What follows belongs to an exercise in optimizing a design on an open flow for small area, a short achievable clock period and few clock cycles per item; a production flow would make more cautious choices.
In this exercise RTL edits were held to simulation tests only and were not proved equivalent to the original.
Power is estimated from default activity; no workload was simulated.

Design muldiv_iter, start of the top module:
module muldiv_iter
#(
    parameter int XLEN     = 64,
    parameter bit WORD_OPS = 1
) (
    input  logic            clk,
    input  logic            rst,
    input  logic            flush,
    input  logic            in_valid,
    output logic            in_ready,
    input  logic [3:0]      op,
    input  logic [XLEN-1:0] rs1,
    input  logic [XLEN-1:0] rs2,
    output logic            out_valid,
    input  logic            out_ready,
    output logic [XLEN-1:0] result,
    output logic            busy
);
    localparam int W = 69;         
    localparam int I_IDLE  = 0;
    localparam int I_MUL   = 1;
    localparam int I_DCHK  = 2;    
    localparam int I_ALIGN = 3;    
    localparam int I_DIV   = 4;
    localparam int I_FIX   = 5;    
    localparam int I_CAP   = 6;    
    localparam int I_NEGX  = 7;    
    localparam int I_NEGI  = 8;    
    localparam int NS      = 9;
    logic [NS-1:0] st;
    logic [6:0]   cnt;
    logic [W-1:0] x;       
    logic [63:0]  y;       
    logic [W-2:0] m;       
    logic [W-1:0] q;       
    logic         b_s1, b_s2, b_s32, b_inv;    
    logic [W-1:0] r;       
    logic         r_s1, r_s2, r_inv;           
    logic         qc;      
    logic         c_word;
    logic         c_mul;
    logic         c_hi;    
    logic         c_fix;   
    logic         c_rem;
    logic         c_ill;
    logic         c_dn;    
    logic         c_neg;   
    logic         c_dz;    
    logic         c_inc;   
    logic [W-1:0] p_x;
    logic [63:0]  p_y;
    logic [W-2:0] p_m;
    logic         p_aneg;
    logic         p_bneg;
    muldiv_prep u_prep (
        .op   (op),
        .rs1  (rs1),
        .rs2  (rs2),
        .x    (p_x),
  ...
For scale: roughly 2700 cells after synthesis.
clock: 10.0 ns
lec_check: 0
cap_margin: 20
core_margin: 2
core_utilization: 45
slew_margin: 20
tns_end_percent: 0
standard.sh (not shown) runs the stock make flow with config.mk's settings and CLKGATE_MAP_FILE= SYNTH_SCRIPT=/design/flow/synth_recipe.tcl, a recipe that flattens the netlist after the stock synthesis.
==> flow/flow/run.sh <==
#!/bin/bash
set -euo pipefail
bash standard.sh SETUP_SLACK_MARGIN=6.0 finish > standard_flow.log 2>&1
Testbench counts at the start, summed over its fixed seeds: cycles 31,238, items 2,400.
==> next run, changes <==
==> flow/run.sh (new file) <==
#!/bin/bash
# synth_recipe.tcl (not shown) runs the flow's synth.tcl, then flattens the netlist and writes it again
# the make line also repeats each setting of config.mk as NAME=value (left out here)
make -C /OpenROAD-flow-scripts/flow DESIGN_CONFIG=/design/flow/config.mk WORK_HOME=/design/flow/orfs CLKGATE_MAP_FILE= SYNTH_SCRIPT=/design/flow/synth_recipe.tcl finish
Settings changed: SETUP_SLACK_MARGIN set to 5.
removed: flow/flow/run.sh
removed: flow/standard.sh
After rerunning:
- routed wire length falls by a few percent
- count of clock-buffer cells in the layout is unchanged
- power is lower by a few percent
- core utilization goes down by 2.3 points
- final cell count fell by a few percent
- worst hold slack improves by 0.0075 ns
- setup slack got worse by 0.26 ns
- sequential power barely changes
- die area does not change
- non-clock buffer count falls by 68
- synthesized area does not change
==> next run, changes <==
Settings changed: CORE_UTILIZATION 45 to 50.
Outcome: The changed run went through all stages and came out clean. Cell count shrinks slightly. Utilization increases by 6.0 points. Setup slack degrades by 0.033 ns. Clock-buffer cell count rises by 3. Die area came out lower by roughly a tenth.

---

== exp/yarrow ==
muldiv_iter again, from the RTL that the note above started with.
make LEC_CHECK=0 CAP_MARGIN=20 CORE_MARGIN=2 CORE_UTILIZATION=45 CTS_BUF_LIST=sky130_fd_sc_hd__clkbuf_8 SETUP_SLACK_MARGIN=5 SLEW_MARGIN=20 TNS_END_PERCENT=0 finish   # period 10.0 ns
run.sh (not shown) runs the stock make flow with config.mk's settings and CLKGATE_MAP_FILE= SYNTH_SCRIPT=/design/flow/synth_recipe.tcl, a recipe that flattens the netlist after the stock synthesis.
Stock flow here: none of the scripts above is used.
Testbench counts of exp/yarrow, summed over its fixed seeds: cycles 31,238, items 2,400.
Changes in exp/onyx relative to exp/yarrow:
Settings: SETUP_SLACK_MARGIN no longer set, was 5.
==> flow/flow/run.sh (new file) <==
#!/bin/bash
set -euo pipefail
bash standard.sh SETUP_SLACK_MARGIN=6.0 finish > standard_flow.log 2>&1
==> flow/standard.sh (new file) <==
#!/bin/bash
# synth_recipe.tcl (not shown) runs the flow's synth.tcl, then flattens the netlist and writes it again
# the make line also repeats each setting of config.mk as NAME=value (left out here)
make -C /OpenROAD-flow-scripts/flow DESIGN_CONFIG=/design/flow/config.mk WORK_HOME=/design/flow/orfs CLKGATE_MAP_FILE= SYNTH_SCRIPT=/design/flow/synth_recipe.tcl "${@:-finish}"
removed: flow/run.sh
Results
Both conditions hold for exp/onyx: the flow ran to the end and the final layout passed the timing, DRC and antenna checks.
exp/onyx vs. exp/yarrow: via count up about 1%; first-pass GRT wire length up 3.4%; static leakage power saw an increase.
Changes observed in exp/onyx relative to exp/yarrow: non-clock buffer count has increased, synthesized cell count has remained practically unchanged.
Relative to exp/onyx, the following input files were edited for exp/fjord:
==> flow/flow/run.sh <==
#!/bin/bash
set -euo pipefail
bash standard.sh SETUP_SLACK_MARGIN=6.5 finish > standard_flow.log 2>&1
==> comparison <==
- From exp/onyx to exp/fjord, worst-margin pin slew did not move at all.
- Diff exp/fjord..exp/onyx | minimum setup slack after placement | unchanged
- The share of total power in sequential cells on exp/fjord is in line with that on exp/onyx.
- Reported for exp/fjord and exp/onyx, number of DRC markers in iteration 0 turned out identical to the last digit.
- Hold slack came out exactly the same in exp/fjord and exp/onyx.
- There was hardly any difference in largest stage delay on the critical path between exp/onyx and exp/fjord.
- exp/fjord and exp/onyx ended up with nearly the same number of cells produced by synthesis.
- Looking at exp/fjord and exp/onyx, the portion of total power attributed to the clock network is a wash.
- There was hardly any difference in largest fanout on the critical path between exp/fjord and exp/onyx.

what the ideal ports hide:
Ports are ideal in the flow. The routed layouts listed here were re-timed in OpenROAD. Step 1 (the two cells are an assumption about what drives the block):
set clk [get_ports {clk}]
set_driving_cell -lib_cell sky130_fd_sc_hd__clkbuf_16 $clk
set_driving_cell -lib_cell sky130_fd_sc_hd__buf_2 [delete_from_list [all_inputs] $clk]
Step 2, shift: input delay + t, output delay - t, t = (earliest + latest rising clock arrival at the registers) / 2. This alone moves slack from input paths to output paths. Three values: no drivers, after step 1, after step 2; two values: the first two.
| run | t (ns) | slack for setup (ns) | hold WS [ns] | slew at the worst register clock pin (ns) |
|---|---|---|---|---|
| the first run of note 1 | 0.629 | 5.357 / 5.357 / 4.829 | 0.509 / 0.509 / 0.509 | 0.07 / 0.07 |
| the second run of note 1 | 0.630 | 5.096 / 5.096 / 4.615 | 0.516 / 0.516 / 0.516 | 0.06 / 0.06 |
| the third run of note 1 | 0.623 | 5.063 / 5.098 / 4.475 | 0.522 / 0.522 / 0.522 | 0.07 / 0.07 |
| exp/yarrow | 0.718 | 5.146 / 5.146 / 4.523 | 0.515 / 0.515 / 0.515 | 0.07 / 0.07 |
| exp/onyx | 0.736 | 5.319 / 5.319 / 4.755 | 0.510 / 0.510 / 0.510 | 0.07 / 0.07 |
| exp/fjord | 0.736 | 5.319 / 5.319 / 4.755 | 0.510 / 0.510 / 0.510 | 0.07 / 0.07 |
After both steps every run listed still meets setup and hold. The setup slack of exp/yarrow, which loses most, moves by 0.000 ns with the drivers and by -0.623 ns with both steps.
